Context: an optimization exercise on an open-source flow, tuned for small area, a short achievable clock period and few clock cycles. The choices shown serve that exercise and are no tape-out recipe.
Function was checked by simulation only, so behaviour that the tests miss may differ from the original.

==> flow/design.v (outline; a module is shown in full before it is edited, if it fits) <==
// module cosinos_datapath: 1581 lines
// module cosinos_log2: 17 lines
// module cosinos_fa: 10 lines
// module cosinos_ha: 9 lines
// module cosinos_core: 56 lines
module cosinos_core (
  input  logic            clk,
  input  logic            rst,
  input  logic            start,
  input  logic [cosinos_pkg::X_W-1:0]  x,
  input  logic [cosinos_pkg::Y_W-1:0]  y,
  output logic [1:0]      intpart,
  output logic [7:0]      fracpart,
  output logic            done
);
  // ...
==> flow/run.sh <==
#!/bin/bash
# synth_recipe.tcl (not shown) runs the flow's synth.tcl, then flattens the netlist and writes it again
# the make line also repeats each setting of config.mk as NAME=value (left out here)
make -C /OpenROAD-flow-scripts/flow DESIGN_CONFIG=/design/flow/config.mk WORK_HOME=/design/flow/orfs CLKGATE_MAP_FILE= SYNTH_SCRIPT=/design/flow/synth_recipe.tcl finish
==> flow/config.mk <==
export PLATFORM = sky130hd
export DESIGN_NAME = cosinos_core
export DESIGN_NICKNAME = cosinos_core
export VERILOG_FILES = /design/flow/design.v
export SDC_FILE = /design/flow/constraint.sdc
export NUM_CORES = 4
export LEC_CHECK = 0
export CAP_MARGIN = 5
export CORE_MARGIN = 2
export CORE_UTILIZATION = 60
export PLACE_DENSITY = 0.75
export SETUP_SLACK_MARGIN = 5
export SLEW_MARGIN = 5
export SYNTH_HIERARCHICAL = 1
==> flow/constraint.sdc <==
create_clock -name core_clock -period 11.0 [get_ports {clk}]
set_input_delay 2.2000 -clock core_clock [delete_from_list [all_inputs] [get_ports {clk}]]
set_output_delay 2.2000 -clock core_clock [all_outputs]
set_load 0.01 [all_outputs]
==> results.ini, run 1 <==
[floorplanning]
nWellTaps=461
core_region_area_sq_mm=0.03548

[cts]
clockBufferDepth=2
hold_buffers=0
cts_tree=done
cts_sinks=120
cts_root_buf=clkbuf_16
cts_setup_buffers=10

[worst_setup_path]
rrSetupSlack_ps=5050
cp-start-kind=flip-flop
required_ps=11340
crit_end=u_dp.m[19]$_SDFF_PP0_
startpoint=u_dp.m[11]$_DFF_P_

[grt]
use_met2=0.5635

[timing]
setup_violations=0
hold_violations=0

[status]
outcome=no timing/DRC/antenna violations

[placement]
port_buffers=31
placed_area_sq_mm=0.02211
dp_hpwl_mm=44.29

[drt]
met2_length_mm=30.37
wl_met3_mm=6.412
vias=19210
routed_wl_mm=65.27
wire_per_inst_um=23.06

[layout]
nClkBuffers=20
nNonClkInverters=140
area_delta_synth_final_pct=8.815
largest_register_ffs=24
layout_commonest_cell=xnor2_1
fin_area_sq_mm=0.02341

[synthesis]
synth_compound_area_frac=0.2166
synth_ff_type=dfxtp_1
syn_inst=2398
syn_area_per_cell_sq_um=8.973
netlist_area_sq_mm=0.02152
ys_ff_latch=120

[min_path]
hold_path_class=reg2reg

Testbench counts, summed over its fixed seeds: cycles 14,976.
==> module cosinos_core, before the edit <==
module cosinos_core (
  input  logic            clk,
  input  logic            rst,
  input  logic            start,
  input  logic [cosinos_pkg::X_W-1:0]  x,
  input  logic [cosinos_pkg::Y_W-1:0]  y,
  output logic [1:0]      intpart,
  output logic [7:0]      fracpart,
  output logic            done
);
  logic       busy;     
  logic       have;     
  logic       pha;      
  logic [2:0] n;        
  logic       stop_m;
  logic       pstop;
  logic       last;
  logic [9:0] res;
  assign last = stop_m | pstop | (n == 3'd0);
  cosinos_datapath u_dp (
    .clk    (clk),
    .start  (start),
    .pha    (pha),
    .add    (busy & pha & ~stop_m),
    .x      (x),
    .y      (y),
    .n      (n),
    .stop_m (stop_m),
    .pstop  (pstop),
    .res    (res)
  );
  assign done     = have | (busy & pha & last);
  assign intpart  = res[9:8];
  assign fracpart = res[7:0];
  always_ff @(posedge clk) begin
    if (rst) begin
      busy <= 1'b0;
      have <= 1'b0;
    end else if (start) begin
      busy <= 1'b1;
      have <= 1'b0;
    end else if (busy && pha && last) begin
      busy <= 1'b0;
      have <= 1'b1;
    end
  end
  always_ff @(posedge clk) begin
    if (start) begin
      pha <= 1'b1;
      n   <= 3'd1;
    end else begin
      pha <= ~pha;
      if (!pha) n <= n + 3'd1;
    end
  end
endmodule
==> run 2, diff against run 1 <==
--- a/flow/design.v
+++ b/flow/design.v
@@ -11,16 +11,17 @@
   input  logic        start,    
   input  logic        pha,      
   input  logic        add,      
   input  logic [9:0]  x,
   input  logic [7:0]  y,
   input  logic [2:0]  n,        
   output logic        stop_m,   
   output logic        pstop,    
+  output logic        pzero,    
   output logic [9:0]  res       
 );
   logic signed [23:0] m;
   logic [17:0]        sum;
   logic [17:0]        diff;
   logic [7:0]         y_r;
   logic [19:0]        x2_r;
   logic [10:0]        sel_one, sel_two, sel_neg;
@@ -31,17 +32,17 @@
   logic [10:0]        xi_one, xi_two, xi_neg;    
   logic [10:0]        xr_one, xr_two, xr_neg;    
   logic [22:0]        bi, br;
   logic signed [11:0] thr;
   logic [10:0]        r_one, r_two, r_neg;
   logic [39:0]        a_s, a_c, a_sum;
   logic [8:0]         mlog, xlog, ylog;
   logic [23:0]        mabs, magm;
-  logic [7:0]         ym1;
+  logic [7:0]         ym1, pmax;
   logic signed [11:0] kb;
   logic               pst_in, pst0;
   always_comb begin
     case (n)
       3'd1: begin r_one = 11'b00001111111; r_two = 11'b00000000000; r_neg = 11'b00000000000; end
       3'd2: begin r_one = 11'b00001010101; r_two = 11'b00000101010; r_neg = 11'b00000101010; end
       3'd3: begin r_one = 11'b00000110110; r_two = 11'b00000001001; r_neg = 11'b00000001001; end
       3'd4: begin r_one = 11'b00000111000; r_two = 11'b00000000110; r_neg = 11'b00000011010; end
@@ -1538,18 +1539,32 @@
   cosinos_fa u_w850 (.a(x[7]), .b(w827), .c(w828), .s(w850), .co(w851));
   cosinos_fa u_w852 (.a(w793), .b(w795), .c(w829), .s(w852), .co(w853));
   cosinos_fa u_w854 (.a(w796), .b(w797), .c(x[8]), .s(w854), .co(w855));
   assign sq_s = {1'b0, w799, w798, w854, w852, w850, w848, w846, w844, w842, w840, w838, w836, w834, w832, w830, w756, w755, 1'b0, x[0]};
   assign sq_c = {1'b0, x[9], w855, w853, w851, w849, w847, w845, w843, w841, w839, w837, w835, w833, w831, x[2], 1'b0, x[1], 1'b0, 1'b0};
   assign x2_in = sq_s + sq_c;
   assign magm   = m ^ {24{m[23]}};
   assign ym1    = y_r - 8'd1;
-  assign stop_m = (magm[23:16] == 8'd0) & (magm[15:8] < y_r)
-                & ~(m[23] & (magm[15:8] == ym1) & (&magm[7:0]));
+  assign stop_m = ((magm[23:16] == 8'd0) & (magm[15:8] < y_r)
+                   & ~(m[23] & (magm[15:8] == ym1) & (&magm[7:0])))
+                | (m == 24'sd0);
+  always_comb begin
+    case (n)
+      3'd1: pmax = 8'd12;
+      3'd2: pmax = 8'd29;
+      3'd3: pmax = 8'd56;
+      3'd4: pmax = 8'd90;
+      3'd5: pmax = 8'd132;
+      3'd6: pmax = 8'd182;
+      3'd7: pmax = 8'd240;
+      default: pmax = 8'd0;
+    endcase
+  end
+  assign pzero = (m[23:8] == 16'd0) & (m[7:0] <= pmax);
   assign mabs = m ^ {24{m[23]}};
   cosinos_log2 #(.W(24)) u_lm (.v(mabs), .l(mlog));
   cosinos_log2 #(.W(10)) u_lx (.v(x),    .l(xlog));
   cosinos_log2 #(.W(8))  u_ly (.v(y),    .l(ylog));
   always_comb begin
     case (n)
       3'd1: kb = -12'sd513;
       3'd2: kb = -12'sd549;
@@ -1634,42 +1649,46 @@
   output logic            done
 );
   logic       busy;     
   logic       have;     
   logic       pha;      
   logic [2:0] n;        
   logic       stop_m;
   logic       pstop;
+  logic       pzero;
   logic       last;
+  logic       fin;      
   logic [9:0] res;
   assign last = stop_m | pstop | (n == 3'd0);
   cosinos_datapath u_dp (
     .clk    (clk),
     .start  (start),
     .pha    (pha),
     .add    (busy & pha & ~stop_m),
     .x      (x),
     .y      (y),
     .n      (n),
     .stop_m (stop_m),
     .pstop  (pstop),
+    .pzero  (pzero),
     .res    (res)
   );
-  assign done     = have | (busy & pha & last);
+  assign fin      = pha ? last : pzero;
+  assign done     = have | (busy & fin);
   assign intpart  = res[9:8];
   assign fracpart = res[7:0];
   always_ff @(posedge clk) begin
     if (rst) begin
       busy <= 1'b0;
       have <= 1'b0;
     end else if (start) begin
       busy <= 1'b1;
       have <= 1'b0;
-    end else if (busy && pha && last) begin
+    end else if (busy && fin) begin
       busy <= 1'b0;
       have <= 1'b1;
     end
   end
   always_ff @(posedge clk) begin
     if (start) begin
       pha <= 1'b1;
       n   <= 3'd1;
==> flow/config.mk (replaced) <==
export PLATFORM = sky130hd
export DESIGN_NAME = cosinos_core
export DESIGN_NICKNAME = cosinos_core
export VERILOG_FILES = /design/flow/design.v
export SDC_FILE = /design/flow/constraint.sdc
export NUM_CORES = 4
export LEC_CHECK = 0
export CAP_MARGIN = 20
export CORE_MARGIN = 2
export CORE_UTILIZATION = 40
export SETUP_SLACK_MARGIN = 5
export SLEW_MARGIN = 20
export SYNTH_HIERARCHICAL = 1
==> results.ini, run 2 <==
[status]
outcome=no timing/DRC/antenna violations  ; unchanged

[floorplanning]
ios=32  ; unchanged
core_region_area_sq_mm=0.05371  ; was 0.03548 sq mm
die_width_um=236.8  ; was 193.4 um
die_h_um=236.8  ; was 193.4 um
rows=85  ; was 69
initial_core_util=0.4036  ; was 0.6064
dieArea_sq_mm=0.05607  ; was 0.03739 sq mm

[cts]
worstSkewPairLatency_ps=440  ; was 420 ps
cts_made_buffers=17  ; unchanged
cts_tree=done  ; unchanged
hold_buffers=0  ; unchanged
cts_sinks=120  ; unchanged
htree_levels=4  ; unchanged
cts_root_buf=clkbuf_16  ; unchanged
clockBufferDepth=2  ; unchanged
clk_pin_slew_ps=60  ; about the same

[synthesis]
netlist_area_sq_mm=0.02168  ; was 0.02152 sq mm
yosysSeqAreaShare=0.1298  ; was 0.1307
yosysMostFrequentCell=xnor2_1  ; unchanged
yosys-top-cells-count=xnor2_1, a22oi_1, fa_1, ha_1  ; was xnor2_1, a22oi_1, fa_1, ha_1, inv_1
synth_area_leader_cell=fa_1  ; unchanged
yosysUniqueCellTypes=110  ; unchanged
ys_ff_latch=120  ; unchanged
synthTopCellsByArea=fa_1, xnor2_1, ha_1  ; unchanged
netlist.area_leader.share=0.2050  ; was 0.2065
syn_inst=2415  ; was 2,398
syn_area_per_cell_sq_um=8.976  ; was 8.973 sq um
synth_ff_type=dfxtp_1  ; unchanged
yosysWarningCount=11  ; unchanged
synth-edff-count=41  ; unchanged
synthArstFlopShare=0  ; unchanged

[placement]
port_buffers=31  ; unchanged
placed_area_sq_mm=0.02250  ; was 0.02211 sq mm
place.gp.congestion=0.8794  ; was 0.9509
dp_hpwl_mm=45.81  ; was 44.29 mm

[timing]
period_minus_slack_ps=5893  ; was 5948 ps
skew_ps=10.90  ; was 9.434 ps
finalMaxSlewViolations=0  ; unchanged
slew_headroom=0.4171  ; was 0.3208
setup_violations=0  ; unchanged
tightest_slew_ps=874.3  ; was 1019 ps
period_share=0.5357  ; was 0.5408
hold_violations=0  ; unchanged
worst_hold_slack_ps=462.5  ; was 462.9 ps
fin_tns_setup_ps=0  ; unchanged
fmax_mhz=169.7  ; was 168.1 MHz
grt_setup_unrepaired=true  ; unchanged

[grt]
use_met1=0.3263  ; was 0.4518
grt_util_all_layers=0.2388  ; was 0.3469
grt_overflow=0  ; unchanged
first_global_vias=18870  ; was 19,430
use_met2=0.3937  ; was 0.5635
grt_busiest_layer=met2  ; unchanged
antenna_found_initial=0  ; was 1
grt_pass1_wl_mm=106.0  ; was 105.2 mm
grt_util_met3=0.03206  ; was 0.06590
grt_max_degree=81  ; was 98

[worst_setup_path]
cp_top_family=compound AO/OA/AOI/OAI gates  ; was adder cells
cp-start-kind=input port  ; was flip-flop
slowest_stage=clkdlybuf4s50_1  ; was fa_1
crit_path_cell_trace=clkdlybuf4s50_1 > inv_2 > a211o_1 > a21oi_2 > mux2i_1 > o21ai_1 > ha_1 > nor2b_1 > o21ai_0 > a21boi_1 > o31a_1 > o21ai_0 > nand2b_1 > xnor2_1 > nor4_1 > xnor2_1  ; was buf_6 > a22oi_1 > xnor2_1 > fa_1 > fa_1 > fa_1 > fa_1 > fa_1 > ha_1 > o21a_1 > o2111ai_1 > o21ai_0 > or3_1 > o21ai_4 > o211ai_1 > buf_4 > o21a_1 > nor3_1
critPathArrivalTime_ps=6070  ; was 6290 ps
cpPeakStageDelay_ps=620  ; was 580 ps
path_buf_inv=2  ; unchanged
path_max_fanout=7  ; was 22
cp-end-kind=flip-flop  ; unchanged
required_ps=11170  ; was 11,340 ps
critical_path_class=in2reg  ; was reg2reg

[layout]
fillers=5171  ; was 2,871
regMostFlops=u_dp.m  ; unchanged
drive_gt1_frac=0.09286  ; was 0.09751
layout_commonest_cell=xnor2_1  ; unchanged
fin_nets=2794  ; was 2,770
antenna_cells=0  ; unchanged
reg_top3=u_dp.m: 24 flops, u_dp.x2_r: 19 flops, u_dp.sum: 18 flops  ; unchanged
area_delta_synth_final_pct=9.356  ; was 8.815%
fin_area_sq_mm=0.02371  ; was 0.02341 sq mm
final_cell_mix=xnor2_1, a22oi_1, fa_1  ; unchanged
largest_register_ffs=24  ; unchanged

[drt]
drc_errors=0  ; unchanged
vias=18570  ; was 19,210
ant_nets=0  ; unchanged
viasPerCell=6.038  ; was 6.788
drt_iter0_markers=1619  ; was 2,196
wire_per_inst_um=21.83  ; was 23.06 um
routed_wl_mm=67.14  ; was 65.27 mm
drt_pass1_iterations=9  ; was 6

[min_path]
hold_path_class=reg2reg  ; unchanged

[job]
cap_violations=0  ; unchanged

-- run 2: through the flow --
| step | setup slack (ps) | instances | util |
|---|---|---|---|
| 4_1_cts | 4879 | 3068 | 0.4381 |
| 2_1_floorplan | 5007 | 2422 | - |
| 5_1_grt | 4742 | 3076 | 0.4414 |
| 3_5_place_dp | 3885 | 3017 | 0.4190 |
| 3_3_place_gp | 4078 | 3017 | 0.4190 |
| 6_report | 5107 | 3076 | 0.4414 |
-- run 2: kinds of logic (layout without fill, tap and decap cells) --
group | after synthesis | count (layout) | synth area share
flops | 120 | 120 | 0.1298
compound gates | 657 | 657 | 0.2133
buf+inv | 334 | 292 | 0.06286
fa+ha+maj | 406 | 406 | 0.3112
mux | 46 | 46 | 0.02407
simple gates | 510 | 510 | 0.1206
other cells | 3 | 10 | 0.0005194
xor+xnor | 339 | 339 | 0.1377
-- run 2: worst register-to-register path, stage by stage, from the launching register on --
cell and delay (ps):
dfxtp_1 490, buf_6 360, a22oi_1 180, xnor2_1 200
fa_1 480, fa_1 400, fa_1 510, fa_1 420
ha_1 340, a211oi_1 280, o21ai_1 170, a221oi_2 400
nand4b_1 140, buf_4 200, a21oi_2 250, o211a_1 260
o21bai_2 110, o31ai_1 240, mux2_1 340
-- run 2: Yosys stat by module, one instance, submodules excluded, excerpt --
module,flops+latches,area (sq um),cells
cosinos_fa,0,20.02,1
cosinos_datapath,114,14780,1877
cosinos_core,6,305.3,32
cosinos_ha,0,12.51,1
-- run 2: timing repair --
item,in CTS,in global routing
buffers inserted,18,7
endpoints found under the hold margin,0,0
setup endpoints to repair,45,32
gates cloned,1,1
resized for setup,74,62
pin swaps,5,5
-- run 2: cell type report --
type,instances,area (sq um),area share
inverters,145,553.0,0.02333
multi-input cells,1968,17790,0.7505
flip-flops and latches,120,2840,0.1198
clock buffers,17,425.4,0.01795
clock inverters,15,152.6,0.006439
repair buffers,115,1074,0.04529
well taps,696,870.8,0.03674
-- run 2: per-layer routing --
layer  vias up  part of all wire
met3       131             0.074
li1       8410                 -
met5         -                 0
met1      9256              0.44
met4         0             0.024
met2       777              0.47
-- run 2: path summary, 6_finish.rpt --
path	from	to	slack (ps)	cells past startpoint
hold / removal	have$_SDFFE_PP0P_	have$_SDFFE_PP0P_	460	1
hold reg to reg	have$_SDFFE_PP0P_	have$_SDFFE_PP0P_	460	1
setup / recovery	y[2]	u_dp.ylog_r[9]$_DFFE_PP_	5110	16
setup reg to reg	u_dp.m[9]$_DFF_P_	u_dp.m[22]$_SDFF_PP0_	5120	18
Testbench counts of run 2, summed over its fixed seeds: cycles 14,628.

==> separate check: timing with driven ports <==
In the flow no input, the clock included, has a driving cell. The finished layouts below were timed again as built, in two steps.
Step 1: set_driving_cell puts a clkbuf_16 on clk and a buf_2 on each other input, an assumption about the parent block.
Step 2, shift: input delay + t, output delay - t, t = (earliest + latest rising clock arrival at the registers) / 2. This alone moves slack from input paths to output paths.
Slacks: ideal / step 1 / step 2; pairs: ideal / step 1.
run | t, ns | setup slack, ns | hold WS [ns] | worst setup path after step 2 | slew at the worst register clock pin (ns)
run 1 | 0.466 | 5.052 / 5.052 / 4.792 | 0.463 / 0.463 / 0.463 | input to register | 0.06 / 0.06
run 2 | 0.478 | 5.107 / 5.080 / 4.650 | 0.463 / 0.463 / 0.463 | input to register | 0.06 / 0.06
After both steps setup and hold are still met in every run listed. For run 2, which loses most, drivers alone change the setup slack by -0.027 ns; drivers and shift together by -0.457 ns.
